From an optimization exercise on the open Yosys and OpenROAD flow, aimed at small area and few clock cycles per item; shortcuts taken in it are not production practice. Function was checked by simulation only, so behaviour that the tests miss may differ from the original. Power figures rest on the tool's default switching activity, not on a simulated workload.

==> flow/design.v (excerpt) <==
module length_prefixed_request_deframer_top (
  input  logic                           clk_i,
  input  logic                           rst_ni,
  input  logic                           s_axis_tvalid,
  output logic                           s_axis_tready,
  input  logic [lprd_pkg::ByteW-1:0]     s_axis_tdata,    
  output logic                           m_axis_tvalid,
  input  logic                           m_axis_tready,
  output logic [lprd_pkg::OutTdataW-1:0] m_axis_tdata,
  output logic                           m_axis_tlast,    
  output logic                           m_axis_tuser,    
  input  logic                           cfg_we_i,
  input  logic [lprd_pkg::CfgIdxW-1:0]   cfg_index_i,
  input  logic [lprd_pkg::WordW-1:0]     cfg_wdata_i
);
Size: about 1000 cells after synthesis, about 12000 um2 of cells after synthesis.
Settings: LEC_CHECK=0, CAP_MARGIN=20, CORE_MARGIN=2, CORE_UTILIZATION=65, SLEW_MARGIN=20; clock period 7.0 ns.
standard.sh (not shown) runs the stock make flow with config.mk's settings and CLKGATE_MAP_FILE= SYNTH_SCRIPT=/design/flow/synth_recipe.tcl, a recipe that flattens the netlist after the stock synthesis.
==> flow/flow/run.sh <==
#!/bin/bash
# The standard layout (standard.sh: the standard flow's synthesis and ORFS steps, unchanged), with
# smaller port buffers, a clock tree of fewer, smaller buffers and no dummy loads, and
# ORFS's power recovery (downsizing cells off the critical paths) after global routing.
# Each tool's output goes to the ORFS logs under orfs/logs; make's goes to standard.log.
set -euo pipefail
export BUFFER_PORTS_ARGS="-buffer_cell sky130_fd_sc_hd__buf_1"
export CTS_ARGS="-sink_clustering_enable -repair_clock_nets -dont_use_dummy_load -buf_list {sky130_fd_sc_hd__clkbuf_16} -sink_clustering_size 30 -sink_clustering_max_diameter 100"
export RECOVER_POWER=100
bash standard.sh > standard.log 2>&1
The first run completed, yet does not pass: max-capacitance violations, max-slew violations.
Testbench counts at the start, summed over its fixed seeds: cycles 28,313, items 28,305.
Edit:
==> flow/flow/run.sh (replaced) <==
#!/bin/bash
# The standard layout (standard.sh: the standard flow's synthesis and ORFS steps, unchanged), with
# smaller port buffers and a clock tree without dummy loads. Each tool's output goes to
# the ORFS logs under orfs/logs; make's own output goes to standard.log here.
set -euo pipefail
export BUFFER_PORTS_ARGS="-buffer_cell sky130_fd_sc_hd__buf_1"
export CTS_ARGS="-sink_clustering_enable -repair_clock_nets -dont_use_dummy_load"
bash standard.sh > standard.log 2>&1
CORE_UTILIZATION = 40   (was 65)
Outcome: The changed run finished with timing, DRC and antenna clean. Cell count rises by roughly a tenth. Power rises by about a fifth. Global-route usage falls by 8.8 points. Die area rises by well over a third. Area after synthesis does not change. Via count rises slightly. Cell area rises by a few percent.
Edit:
--- a/flow/flow/run.sh
+++ b/flow/flow/run.sh
@@ -6,3 +6,3 @@
 export BUFFER_PORTS_ARGS="-buffer_cell sky130_fd_sc_hd__buf_1"
-export CTS_ARGS="-sink_clustering_enable -repair_clock_nets -dont_use_dummy_load"
+export CTS_ARGS="-sink_clustering_enable -repair_clock_nets -dont_use_dummy_load -buf_list {sky130_fd_sc_hd__clkbuf_16} -sink_clustering_size 30 -sink_clustering_max_diameter 100"
 bash standard.sh > standard.log 2>&1
=>
- first-iteration DRC count went down by 6.3%
- clock skew went down by 0.0044 ns
- critical path depth is unchanged
- core utilization falls by 1.1 points
- non-clock buffer count falls by 1
- worst setup slack degrades by 0.024 ns
- wire length fell by 1.0%
- combinational power stays flat

* * *

Setup of run A:
Starting RTL as in the previous note.
==> flow/config.mk <==
export PLATFORM = sky130hd
export DESIGN_NAME = length_prefixed_request_deframer_top
export DESIGN_NICKNAME = length_prefixed_request_deframer_top
export VERILOG_FILES = /design/flow/design.v
export SDC_FILE = /design/flow/constraint.sdc
export NUM_CORES = 4
export LEC_CHECK = 0
export CAP_MARGIN = 20
export CORE_MARGIN = 2
export CORE_UTILIZATION = 40
export SLEW_MARGIN = 20
==> flow/constraint.sdc <==
create_clock -name core_clock -period 7.0 [get_ports {clk_i}]
set_input_delay 1.4000 -clock core_clock [delete_from_list [all_inputs] [get_ports {clk_i}]]
set_output_delay 1.4000 -clock core_clock [all_outputs]
set_load 0.01 [all_outputs]
==> flow/flow/run.sh <==
#!/bin/bash
# The standard layout (standard.sh: the standard flow's synthesis and ORFS steps, unchanged), with
# smaller port buffers and a clock tree of fewer buffers and no dummy loads.
# Each tool's output goes to the ORFS logs under orfs/logs; make's goes to standard.log.
set -euo pipefail
export BUFFER_PORTS_ARGS="-buffer_cell sky130_fd_sc_hd__buf_1"
export CTS_ARGS="-sink_clustering_enable -repair_clock_nets -dont_use_dummy_load -buf_list {sky130_fd_sc_hd__clkbuf_16} -sink_clustering_size 25 -sink_clustering_max_diameter 60"
bash standard.sh > standard.log 2>&1
Run A reached the end of the flow, and the finished layout is clean on the timing, design-rule and antenna checks.
Testbench counts of run A, summed over its fixed seeds: cycles 28,313, items 28,305.
Relative to run A, the following input files were edited for run B:
==> flow/flow/run.sh <==
#!/bin/bash
# The standard layout (standard.sh: the standard flow's synthesis and ORFS steps, unchanged), with
# smaller port buffers and a clock tree without dummy loads. Each tool's output goes to
# the ORFS logs under orfs/logs; make's own output goes to standard.log here.
set -euo pipefail
export BUFFER_PORTS_ARGS="-buffer_cell sky130_fd_sc_hd__buf_1"
export CTS_ARGS="-sink_clustering_enable -repair_clock_nets -dont_use_dummy_load -buf_list {sky130_fd_sc_hd__clkbuf_8} -sink_clustering_size 20 -sink_clustering_max_diameter 60"
bash standard.sh > standard.log 2>&1
==> notes.md <==
- Looking at the reports, run B completed the entire flow and the layout it produced met the timing, design-rule and antenna checks.
- The worst hold slack number comes out lower for run A vs run B.
- Compared with run A, in run B setup slack now sits lower, global-route met3 utilization flat.
- There was hardly any difference in total combinational power between run A and run B.
- Diff run B and run A: area fraction of clock buffers and clock inverters higher in run A
- Comparing run B against run A, there is no change at all in area after synthesis.
- On routed wire length, run B and run A are neck and neck.
The inputs of run C differ from those of run B as listed below.
==> flow/run.sh (new file) <==
#!/bin/bash
# synth_recipe.tcl (not shown) runs the flow's synth.tcl, then flattens the netlist and writes it again
# the make line also repeats each setting of config.mk as NAME=value (left out here)
make -C /OpenROAD-flow-scripts/flow DESIGN_CONFIG=/design/flow/config.mk WORK_HOME=/design/flow/orfs CLKGATE_MAP_FILE= SYNTH_SCRIPT=/design/flow/synth_recipe.tcl finish
removed: flow/flow/run.sh
removed: flow/standard.sh
Findings:
Every run (run B and run C) finished clean.
Changes observed in run C relative to run B: global placer's final weighted congestion went up by 0.0056; global-route met3 utilization went up by 0.24 points; register-to-register slack went up by 0.02 ns; length in cells of the worst reg-to-reg path was more or less identical; overall power of the completed layout went up by about 23%.
For the final-layout worst hold slack, run C came in 0.0092 ns lower than run B did.
Run C against run B: internal portion of total power up 0.50 mW; global-route wire length before repair up 1400 microns; via total after detailed routing up 111; met2 wire length up about 2.2%; slew at the pin closest to its max-slew limit down 0.066 ns.
--- input diff run C..run D ---
==> flow/flow/run.sh (new file) <==
#!/bin/bash
# The standard layout (standard.sh: the standard flow's synthesis and ORFS steps, unchanged), with
# smaller port buffers and a clock tree without dummy loads. Each tool's output goes to
# the ORFS logs under orfs/logs; make's own output goes to standard.log here.
set -euo pipefail
export BUFFER_PORTS_ARGS="-buffer_cell sky130_fd_sc_hd__buf_1"
export CTS_ARGS="-sink_clustering_enable -repair_clock_nets -dont_use_dummy_load -buf_list {sky130_fd_sc_hd__clkbuf_4}"
bash standard.sh > standard.log 2>&1
==> flow/standard.sh (new file) <==
#!/bin/bash
# synth_recipe.tcl (not shown) runs the flow's synth.tcl, then flattens the netlist and writes it again
# the make line also repeats each setting of config.mk as NAME=value (left out here)
make -C /OpenROAD-flow-scripts/flow DESIGN_CONFIG=/design/flow/config.mk WORK_HOME=/design/flow/orfs CLKGATE_MAP_FILE= SYNTH_SCRIPT=/design/flow/synth_recipe.tcl "${@:-finish}"
removed: flow/run.sh
Findings:
| sum of routed wire length over all layers | run D vs run C | ≈ equal |. Hold slack | run D above run C. Run D reports a lower mean number of vias per cell than run C does. Est. power | run D vs run C | run D lower.
Setup changes, run D to run E
==> flow/flow/run.sh <==
#!/bin/bash
# The standard layout (standard.sh: the standard flow's synthesis and ORFS steps, unchanged), with
# smaller port buffers and a clock tree of fewer buffers and no dummy loads.
# Each tool's output goes to the ORFS logs under orfs/logs; make's goes to standard.log.
set -euo pipefail
export BUFFER_PORTS_ARGS="-buffer_cell sky130_fd_sc_hd__buf_1"
export CTS_ARGS="-sink_clustering_enable -repair_clock_nets -dont_use_dummy_load -buf_list {sky130_fd_sc_hd__clkbuf_8} -sink_clustering_size 16 -sink_clustering_max_diameter 50"
bash standard.sh > standard.log 2>&1
### Flow results
From run D to run E the numbers moved as follows: share of synthesized area spent on multiplexers held, longest individual stage delay on the worst path went up 0.05 ns, global-route usage lost 0.26 points.
Instance area after placement came out exactly the same in run E and run D.
Compared with run D, in run E DRC marker count from the first detailed-route iteration decreased 66, maximum frequency essentially unchanged, simple-gate portion of the synthesized area essentially unchanged, cell area decreased 0.62%.
On core utilization, the lower figure sits with run E, not run D.
Compared to run D, run E has via count 117 lower.

* * *

== old ==
length_prefixed_request_deframer_top, a different RTL version from the one above (not shown whole).
For scale: ~1000 cells after synthesis.
==> flow/design.v (excerpt) <==
module length_prefixed_request_deframer_top (
  input  logic                           clk_i,
  input  logic                           rst_ni,
  input  logic                           s_axis_tvalid,
  output logic                           s_axis_tready,
  input  logic [lprd_pkg::ByteW-1:0]     s_axis_tdata,    
  output logic                           m_axis_tvalid,
  input  logic                           m_axis_tready,
  output logic [lprd_pkg::OutTdataW-1:0] m_axis_tdata,
  output logic                           m_axis_tlast,    
  output logic                           m_axis_tuser,    
  input  logic                           cfg_we_i,
  input  logic [lprd_pkg::CfgIdxW-1:0]   cfg_index_i,
  input  logic [lprd_pkg::WordW-1:0]     cfg_wdata_i
);
export LEC_CHECK = 0
export CAP_MARGIN = 20
export CORE_MARGIN = 2
export CORE_UTILIZATION = 40
export SLEW_MARGIN = 20
export SYNTH_HIERARCHICAL = 1
export SYNTH_MINIMUM_KEEP_SIZE = 0
create_clock -name core_clock -period 7.0 [get_ports {clk_i}]
==> flow/flow/run.sh <==
#!/bin/bash
# The standard layout (standard.sh: the standard flow's synthesis and ORFS steps), with
#  - ABC mapping the logic with an area-oriented script (flow/mysynth.tcl wraps
#    synth_recipe.tcl; the registers are the standard flow's),
#  - smaller port buffers,
#  - a clock tree of fewer, smaller buffers and no dummy loads.
# Each tool's output goes to the ORFS logs under orfs/logs; make's goes to
# standard.log here.
set -euo pipefail
here=$(pwd)
sed "s#${here}/synth_recipe.tcl#${here}/flow/mysynth.tcl#g" standard.sh > flow_standard.sh
grep -q "flow/mysynth.tcl" flow_standard.sh
export BUFFER_PORTS_ARGS="-buffer_cell sky130_fd_sc_hd__buf_1"
export CTS_ARGS="-sink_clustering_enable -repair_clock_nets -dont_use_dummy_load -buf_list {sky130_fd_sc_hd__clkbuf_8} -sink_clustering_size 18 -sink_clustering_max_diameter 60"
bash flow_standard.sh > standard.log 2>&1
==> flow/flow/area.abc <==
strash
dc2
dch -f
amap
topo
dnsize -c
==> flow/flow/mysynth.tcl <==
# The standard flow's synthesis script (synth_recipe.tcl in the work folder), with ABC's
# technology mapping run on an area-oriented script (area.abc beside this file)
# in place of ORFS's speed script. Everything else, registers included, is as
# synth_recipe.tcl makes it.
set my_abc_script [file join [file dirname [file normalize [info script]]] area.abc]
proc abc {args} {
  set i [lsearch -exact $args -script]
  if { $i >= 0 } {
    set args [lreplace $args $i [expr {$i + 1}] -script $::my_abc_script]
  }
  yosys abc {*}$args
}
source [file join [file dirname [file dirname [file normalize [info script]]]] synth_recipe.tcl]
Status old: flow complete, layout not clean - negative setup slack
Testbench counts of old, summed over its fixed seeds: cycles 28,313, items 28,305.
--- input diff old..new ---
--- a/flow/flow/run.sh
+++ b/flow/flow/run.sh
@@ -2,3 +2,4 @@
 # The standard layout (standard.sh: the standard flow's synthesis and ORFS steps), with
-#  - ABC mapping the logic with an area-oriented script (flow/mysynth.tcl wraps
+#  - ABC mapping the logic, adders included, with an area-oriented script
+#    (flow/mysynth.tcl wraps
 #    synth_recipe.tcl; the registers are the standard flow's),
==> flow/flow/area.abc <==
strash
&get -n
&st
&synch2
&dch -f
&nf -a -R 1000
&put
topo
dnsize -c
--- a/flow/flow/mysynth.tcl
+++ b/flow/flow/mysynth.tcl
@@ -2,4 +2,5 @@
 # technology mapping run on an area-oriented script (area.abc beside this file)
-# in place of ORFS's speed script. Everything else, registers included, is as
-# synth_recipe.tcl makes it.
+# in place of ORFS's speed script, and with adders left to ABC rather than
+# extracted as half/full adder cells first. Everything else, registers
+# included, is as synth_recipe.tcl makes it.
 set my_abc_script [file join [file dirname [file normalize [info script]]] area.abc]
@@ -12,2 +13,3 @@
 }
+proc extract_fa {args} { }
 source [file join [file dirname [file dirname [file normalize [info script]]]] synth_recipe.tcl]
[summary]
new finished every step from synthesis to the final layout, and the layout passed the timing, design-rule and antenna checks.
Taking old as the reference, in new delay contributed by the slowest stage of the critical path decreased 0.10 ns, wire length of the first global-routing pass moved down, total wire length after detailed routing lower, max-slew violation count stayed essentially flat.
Sort old and new by clock share of power asc -> top: old
Sequential cell area share is lower on old

[static timing again, ports no longer ideal]
No port has a modelled driver above. Below, the same layouts with a new extraction and two added sets of constraints.
Step 1, drivers: a clkbuf_16 drives clk_i and a buf_2 each remaining input, both assumed.
Step 2 also shifts input and output timing later by t, the mid clock arrival at the registers, as if the neighbouring blocks saw the same clock.
Slacks: no drivers / after step 1 / after step 2; pairs: no drivers / after step 1.
run | shift t [ns] | slack for setup (ns) | worst setup path at the end | worst data-port slew with drivers (ns)
the first run of note 1 | 0.494 | 0.201 / 0.201 / 0.201 | register to register | 0.04
the second run of note 1 | 0.548 | 0.230 / 0.230 / 0.230 | register to register | 0.05
the third run of note 1 | 0.498 | 0.207 / 0.207 / 0.207 | register to register | 0.05
run A | 0.532 | 0.230 / 0.230 / 0.230 | register to register | 0.05
run B | 0.544 | 0.209 / 0.209 / 0.209 | register to register | 0.05
run C | 0.552 | 0.227 / 0.227 / 0.227 | register to register | 0.05
run D | 0.682 | 0.231 / 0.231 / 0.231 | register to register | 0.05
run E | 0.573 | 0.219 / 0.219 / 0.219 | register to register | 0.05
old | 0.552 | -1.079 / -1.076 / -1.628 | input to register | 0.06
new | 0.556 | 0.853 / 0.856 / 0.320 | input to register | 0.04
For old, which loses most, drivers alone change the setup slack by +0.003 ns; drivers and shift together by -0.549 ns.
